This is an optimization exercise on Yosys and OpenROAD, whose aim is small area, a short achievable clock period and few clock cycles per item, not a production implementation.
Where RTL was checked, it was by simulation tests only, not by an equivalence proof against the original.

==> flow/design.v <==
module gcd_multilane #(
    parameter int width_p = 32,
    parameter int els_p   = 4
) (
    input  logic                       clk_i,
    input  logic                       reset_i,
    input  logic [2*width_p-1:0]       data_i,
    input  logic                       v_i,
    output logic                       ready_o,
    output logic [width_p-1:0]         data_o,
    output logic                       v_o,
    input  logic                       yumi_i,
    output logic [$clog2(els_p+1)-1:0] count_o
);
    localparam int sh_w   = $clog2(width_p);
    localparam int max_sh = 7;
    function automatic logic [width_p-1:0] below_of(input logic [width_p-1:0] x);
        logic [width_p-1:0] r;
        r = x << 1;
        for (int d = 1; d < width_p; d = d * 2) begin
            r = r | (r << d);
        end
        below_of = r;
    endfunction
    function automatic logic [sh_w-1:0] enc(input logic [width_p-1:0] oh);
        logic [sh_w-1:0] r;
        r = '0;
        for (int i = 0; i < width_p; i++) begin
            if (oh[i]) r = r | sh_w'(i);
        end
        enc = r;
    endfunction
    logic                busy_q;
    logic                first_q;    
    logic                nb_q;       
    logic [width_p-1:0]  a_q, b_q;
    logic [sh_w-1:0]     k_q;
    logic                accept, retire, done;
    assign done    = (a_q == b_q) || (a_q == '0) || (b_q == '0);
    assign ready_o = !reset_i && !busy_q;
    assign v_o     = busy_q && done;
    assign data_o  = a_q | b_q;
    assign count_o = {{($bits(count_o)-1){1'b0}}, busy_q};
    assign accept  = v_i && ready_o;
    assign retire  = yumi_i && v_o;
    logic [width_p:0]    diff;
    logic                neg;
    logic [width_p-1:0]  x, bx, y, by, fy, absd, a_step, b_step;
    logic [sh_w-1:0]     k_new, k_use, sh;
    logic                na_c, nb_c, sh_over, keep_a, take_b;
    always_comb begin
        diff    = {1'b0, a_q} - {1'b0, b_q};
        neg     = diff[width_p];
        x       = a_q ^ b_q;
        bx      = below_of(x);
        absd    = diff[width_p-1:0] ^ ({width_p{neg}} & bx);
        y       = a_q | b_q;
        by      = below_of(y);
        fy      = y & ~by;
        k_new   = enc(fy);
        na_c    = !(|(a_q & fy));
        nb_c    = !(|(b_q & fy));
        k_use   = first_q ? k_new : k_q;
        sh      = enc(x & ~bx) - k_use;
        sh_over = (sh > sh_w'(max_sh));
        if (sh_over) sh = sh_w'(max_sh);
        b_step  = absd >> sh;
        keep_a  = first_q ? nb_c : nb_q;
        take_b  = first_q && na_c;
        if (take_b)          a_step = b_q;
        else if (keep_a)     a_step = a_q;
        else if (neg)        a_step = a_q;
        else                 a_step = b_q;
    end
    always_ff @(posedge clk_i) begin
        if (reset_i) begin
            busy_q <= 1'b0;
        end else if (accept) begin
            busy_q <= 1'b1;
        end else if (retire) begin
            busy_q <= 1'b0;
        end
    end
    always_ff @(posedge clk_i) begin
        if (accept) begin
            a_q     <= data_i[width_p-1:0];
            b_q     <= data_i[2*width_p-1:width_p];
            first_q <= 1'b1;
            nb_q    <= 1'b0;
        end else begin
            a_q     <= a_step;
            b_q     <= b_step;
            first_q <= 1'b0;
            nb_q    <= sh_over;
        end
        if (first_q) begin
            k_q <= k_new;
        end
    end
endmodule
clock: 8.0 ns
lec_check: 0
cap_margin: 20
core_margin: 2
core_utilization: 40
slew_margin: 20
run.sh (not shown) runs the stock make flow with config.mk's settings and CLKGATE_MAP_FILE= SYNTH_SCRIPT=/design/flow/synth_recipe.tcl, a recipe that flattens the netlist after the stock synthesis.
Next try:
--- a/flow/config.mk
+++ b/flow/config.mk
@@ -6,6 +6,8 @@
 export NUM_CORES = 4
 export LEC_CHECK = 0
+export ABC_CLOCK_PERIOD_IN_PS = 3800
 export CAP_MARGIN = 20
 export CORE_MARGIN = 2
 export CORE_UTILIZATION = 40
+export SETUP_SLACK_MARGIN = 4.2
 export SLEW_MARGIN = 20
The changed run ran to the end with no violations.
Global-route usage went up by 3.8 points.
Worst setup slack improves by 1500 ps.
Via count grows by roughly a tenth.
No run of this note included a check of the RTL's function; only the layout flow was run.

========
== 12-12 ==
Another version of the RTL of gcd_multilane (not shown whole).
Size in the first run: roughly 1100 cells after synthesis, ~110 I/O pins.
==> flow/config.mk <==
export PLATFORM = sky130hd
export DESIGN_NAME = gcd_multilane
export DESIGN_NICKNAME = gcd_multilane
export VERILOG_FILES = /design/flow/design.v
export SDC_FILE = /design/flow/constraint.sdc
export NUM_CORES = 4
export LEC_CHECK = 0
export CAP_MARGIN = 20
export CORE_MARGIN = 2
export CORE_UTILIZATION = 40
export SETUP_SLACK_MARGIN = 4.3
export SLEW_MARGIN = 20
==> flow/constraint.sdc <==
create_clock -name core_clock -period 8.0 [get_ports {clk_i}]
set_input_delay 1.6000 -clock core_clock [delete_from_list [all_inputs] [get_ports {clk_i}]]
set_output_delay 1.6000 -clock core_clock [all_outputs]
set_load 0.01 [all_outputs]
Input-level comparison between 09-10 and 12-12:
Settings: SETUP_SLACK_MARGIN now 3.5, was 4.3.
Findings:
Of 12-12 and 09-10, the run reporting the lower met2 usage was 09-10.
Sequential share of layout area of 12-12 is on par with 09-10.
Side by side, shortest clock period the worst path allows after layout turned out higher in 09-10 than in 12-12.
Diff 12-12 -> 09-10 | path length in cells of the critical path | decrease of 4.2%
No functional check of the RTL was part of any run of this note.

========
gcd_multilane, a different RTL version from the one above (not shown whole).
Size: about 72 flip-flops, roughly 110 I/O pins, about 8000 um2 of cells after synthesis.
## gcd_multilane
module gcd_multilane #(
    parameter int width_p = 32,
    parameter int els_p   = 4
) (
    input  logic                       clk_i,
    input  logic                       reset_i,
    input  logic [2*width_p-1:0]       data_i,
    input  logic                       v_i,
    output logic                       ready_o,
    output logic [width_p-1:0]         data_o,
    output logic                       v_o,
    input  logic                       yumi_i,
    output logic [$clog2(els_p+1)-1:0] count_o
);
clock: 8.0 ns
lec_check: 0
cap_margin: 20
core_margin: 2
core_utilization: 40
setup_slack_margin: 4.3
slew_margin: 20
standard.sh (not shown) runs the stock make flow with config.mk's settings and CLKGATE_MAP_FILE= SYNTH_SCRIPT=/design/flow/synth_recipe.tcl, a recipe that flattens the netlist after the stock synthesis.
==> flow/flow/run.sh <==
#!/bin/bash
# The standard layout, with each port buffered by sky130_fd_sc_hd__buf_1
# instead of the delay-buffer cell buffer_ports picks by default.
set -euo pipefail
export BUFFER_PORTS_ARGS="-buffer_cell sky130_fd_sc_hd__buf_1"
bash standard.sh finish > flow_make.log 2>&1
The baseline produced a clean layout.
Testbench counts at the start, summed over its fixed seeds: cycles 40,892, items 1,920.
==> next run, changes <==
--- a/flow/config.mk
+++ b/flow/config.mk
@@ -8,5 +8,7 @@
 export CAP_MARGIN = 20
 export CORE_MARGIN = 2
-export CORE_UTILIZATION = 40
-export SETUP_SLACK_MARGIN = 4.3
+export CORE_UTILIZATION = 60
+export CTS_BUF_LIST = sky130_fd_sc_hd__clkbuf_4 sky130_fd_sc_hd__clkbuf_8
+export SETUP_SLACK_MARGIN = 4.0
 export SLEW_MARGIN = 20
+export TNS_END_PERCENT = 5
Outcome: Die area fell by a quarter to a third. Routed wire length decreases by roughly a tenth. Hold slack improved by 0.0043 ns. Global-route usage climbs by 8.9 points. Maximum frequency decreases by a little under a tenth.
==> next run, changes <==
--- a/flow/config.mk
+++ b/flow/config.mk
@@ -8,7 +8,6 @@
 export CAP_MARGIN = 20
 export CORE_MARGIN = 2
-export CORE_UTILIZATION = 60
+export CORE_UTILIZATION = 40
 export CTS_BUF_LIST = sky130_fd_sc_hd__clkbuf_4 sky130_fd_sc_hd__clkbuf_8
 export SETUP_SLACK_MARGIN = 4.0
 export SLEW_MARGIN = 20
-export TNS_END_PERCENT = 5
Outcome: The changed run completed without violations; via count is lower by 1.6%; wire length increases by 4.9%; global-route usage goes down by 11 points; die area rose by 48%; fmax is higher by 1.2%.

========
## alpha
gcd_multilane again, from the RTL that the note above started with.
==> flow/config.mk <==
export PLATFORM = sky130hd
export DESIGN_NAME = gcd_multilane
export DESIGN_NICKNAME = gcd_multilane
export VERILOG_FILES = /design/flow/design.v
export SDC_FILE = /design/flow/constraint.sdc
export NUM_CORES = 4
export LEC_CHECK = 0
export CAP_MARGIN = 20
export CORE_MARGIN = 2
export CORE_UTILIZATION = 60
export CTS_BUF_LIST = sky130_fd_sc_hd__clkbuf_4 sky130_fd_sc_hd__clkbuf_8
export SETUP_SLACK_MARGIN = 4.3
export SLEW_MARGIN = 20
==> flow/constraint.sdc <==
create_clock -name core_clock -period 8.0 [get_ports {clk_i}]
set_input_delay 1.6000 -clock core_clock [delete_from_list [all_inputs] [get_ports {clk_i}]]
set_output_delay 1.6000 -clock core_clock [all_outputs]
set_load 0.01 [all_outputs]
Scripts as last shown in full above: flow/flow/run.sh
The final layout from alpha, which completed every stage, passed the timing, DRC and antenna checks at the end of the flow.
Testbench counts of alpha, summed over its fixed seeds: cycles 40,892, items 1,920.
What beta does differently from alpha at the input level:
- CORE_UTILIZATION changed from 60 to 62
- GPL_TIMING_DRIVEN newly set to 0
- SETUP_SLACK_MARGIN changed from 4.3 to 4.0
==> summary.txt <==
- From alpha to beta the numbers moved as follows: worst hold slack picked up an extra 0.0081 ns; vias after detailed routing picked up an extra 736.
- Cmp alpha and beta / final worst-path setup slack / higher: alpha
- On relative max-transition margin, the higher figure sits with beta, not alpha.
- On beta: global-route wire length before repair is about 16% higher than what alpha gave.
The inputs of gamma differ from those of beta as listed below.
- GPL_TIMING_DRIVEN: 0 -> unset
- CORE_UTILIZATION: 62 -> 55
[summary]
- Clock skew ended up 0.0046 ns higher on gamma than on beta.
- Delta (gamma minus beta): sequential share of layout area went up by 0.71 points, wire length went down 13%, remaining global-route overflow has remained practically unchanged.

========
== job 1831 ==
gcd_multilane again, from the RTL that the note above started with.
==> flow/config.mk <==
export PLATFORM = sky130hd
export DESIGN_NAME = gcd_multilane
export DESIGN_NICKNAME = gcd_multilane
export VERILOG_FILES = /design/flow/design.v
export SDC_FILE = /design/flow/constraint.sdc
export NUM_CORES = 4
export LEC_CHECK = 0
export CAP_MARGIN = 20
export CORE_MARGIN = 2
export CORE_UTILIZATION = 62
export CTS_BUF_LIST = sky130_fd_sc_hd__clkbuf_4 sky130_fd_sc_hd__clkbuf_8
export PLACE_DENSITY = 0.8
export SETUP_SLACK_MARGIN = 4.0
export SLEW_MARGIN = 20
==> flow/constraint.sdc <==
create_clock -name core_clock -period 8.0 [get_ports {clk_i}]
set_input_delay 1.6000 -clock core_clock [delete_from_list [all_inputs] [get_ports {clk_i}]]
set_output_delay 1.6000 -clock core_clock [all_outputs]
set_load 0.01 [all_outputs]
Scripts as last shown in full above: flow/flow/run.sh
Job 1831 completed every stage of the flow, and the final layout passed the timing, DRC and antenna checks.
Testbench counts of job 1831, summed over its fixed seeds: cycles 40,892, items 1,920.
For job 845, these inputs were changed with respect to job 1831:
# job 1831
export LEC_CHECK = 0
export CAP_MARGIN = 20
export CORE_MARGIN = 2
export CORE_UTILIZATION = 62
export CTS_BUF_LIST = sky130_fd_sc_hd__clkbuf_4 sky130_fd_sc_hd__clkbuf_8
export PLACE_DENSITY = 0.8
export SETUP_SLACK_MARGIN = 4.0
export SLEW_MARGIN = 20
create_clock -name core_clock -period 8.0 [get_ports {clk_i}]
# job 845
export LEC_CHECK = 0
export CAP_MARGIN = 20
export CORE_MARGIN = 2
export CORE_UTILIZATION = 62
export CTS_BUF_LIST = sky130_fd_sc_hd__clkbuf_4 sky130_fd_sc_hd__clkbuf_8
export GPL_ROUTABILITY_DRIVEN = 0
export SETUP_SLACK_MARGIN = 4.0
export SLEW_MARGIN = 20
create_clock -name core_clock -period 8.0 [get_ports {clk_i}]
[summary]
Design area (job 845 over job 1831): decrease, about 0.7%. On proportion of cell area occupied by registers, job 845 and job 1831 are neck and neck. Compare job 845 and job 1831 | wire length lower: job 845. Job 845 vs job 1831 — final cell count without fillers dropped slightly.
## Diff of input files: job 2496 against job 845
# job 845
export LEC_CHECK = 0
export CAP_MARGIN = 20
export CORE_MARGIN = 2
export CORE_UTILIZATION = 62
export CTS_BUF_LIST = sky130_fd_sc_hd__clkbuf_4 sky130_fd_sc_hd__clkbuf_8
export GPL_ROUTABILITY_DRIVEN = 0
export SETUP_SLACK_MARGIN = 4.0
export SLEW_MARGIN = 20
create_clock -name core_clock -period 8.0 [get_ports {clk_i}]
# job 2496
export LEC_CHECK = 0
export CAP_MARGIN = 20
export CORE_MARGIN = 2
export CORE_UTILIZATION = 70
export CTS_BUF_LIST = sky130_fd_sc_hd__clkbuf_4 sky130_fd_sc_hd__clkbuf_8
export SETUP_SLACK_MARGIN = 4.0
export SLEW_MARGIN = 20
create_clock -name core_clock -period 8.0 [get_ports {clk_i}]
==> comparison <==
- No run among job 2496 and job 845 stopped early or left any final violation; all are clean.
- The total wire length after detailed routing on job 845 is in line with that on job 2496.
- Sort job 2496 and job 845 by sequential share of layout area, ascending, and job 845 comes first.
- In the reports for job 2496 and job 845, the larger global-route met1 utilization belongs to job 2496.

re-timing with driven ports:
How much do the figures lean on ideal ports? The routed layouts below were timed once more, with nothing changed but the port constraints.
Step 1 assumes that a clkbuf_16 drives the clock port and a buf_2 every other input.
Step 2 moves the port delays by t, midway between the first and last clock arrival at a register: inputs arrive t later, outputs are due t later. That takes back most of the time a late clock gives input paths.
Three values: ideal, step 1, step 2; two values: the first two.
| run | shift t [ns] | setup WS [ns] | worst slew at a driven data input, ns |
|---|---|---|---|
| the first run of note 1 | 0.394 | 1.483 / 1.483 / 1.483 | 0.06 |
| the second run of note 1 | 0.378 | 2.991 / 2.991 / 2.991 | 0.05 |
| 12-12 | 0.405 | 3.307 / 3.307 / 3.307 | 0.05 |
| 09-10 | 0.399 | 3.261 / 3.261 / 3.261 | 0.05 |
| the first run of note 3 | 0.402 | 4.391 / 4.391 / 4.243 | 0.05 |
| the second run of note 3 | 0.422 | 4.050 / 4.050 / 3.975 | 0.04 |
| the third run of note 3 | 0.424 | 4.097 / 4.097 / 3.894 | 0.04 |
| alpha | 0.430 | 4.314 / 4.314 / 4.106 | 0.03 |
| beta | 0.427 | 3.904 / 3.904 / 3.904 | 0.03 |
| gamma | 0.427 | 4.098 / 4.098 / 4.098 | 0.07 |
| job 1831 | 0.440 | 4.039 / 4.039 / 3.926 | 0.07 |
| job 845 | 0.428 | 4.113 / 4.113 / 4.113 | 0.04 |
| job 2496 | 0.432 | 4.072 / 4.072 / 4.072 | 0.04 |
After both steps setup and hold are still met in every run listed. For alpha, which loses most, drivers alone change the setup slack by 0.000 ns; drivers and shift together by -0.208 ns.
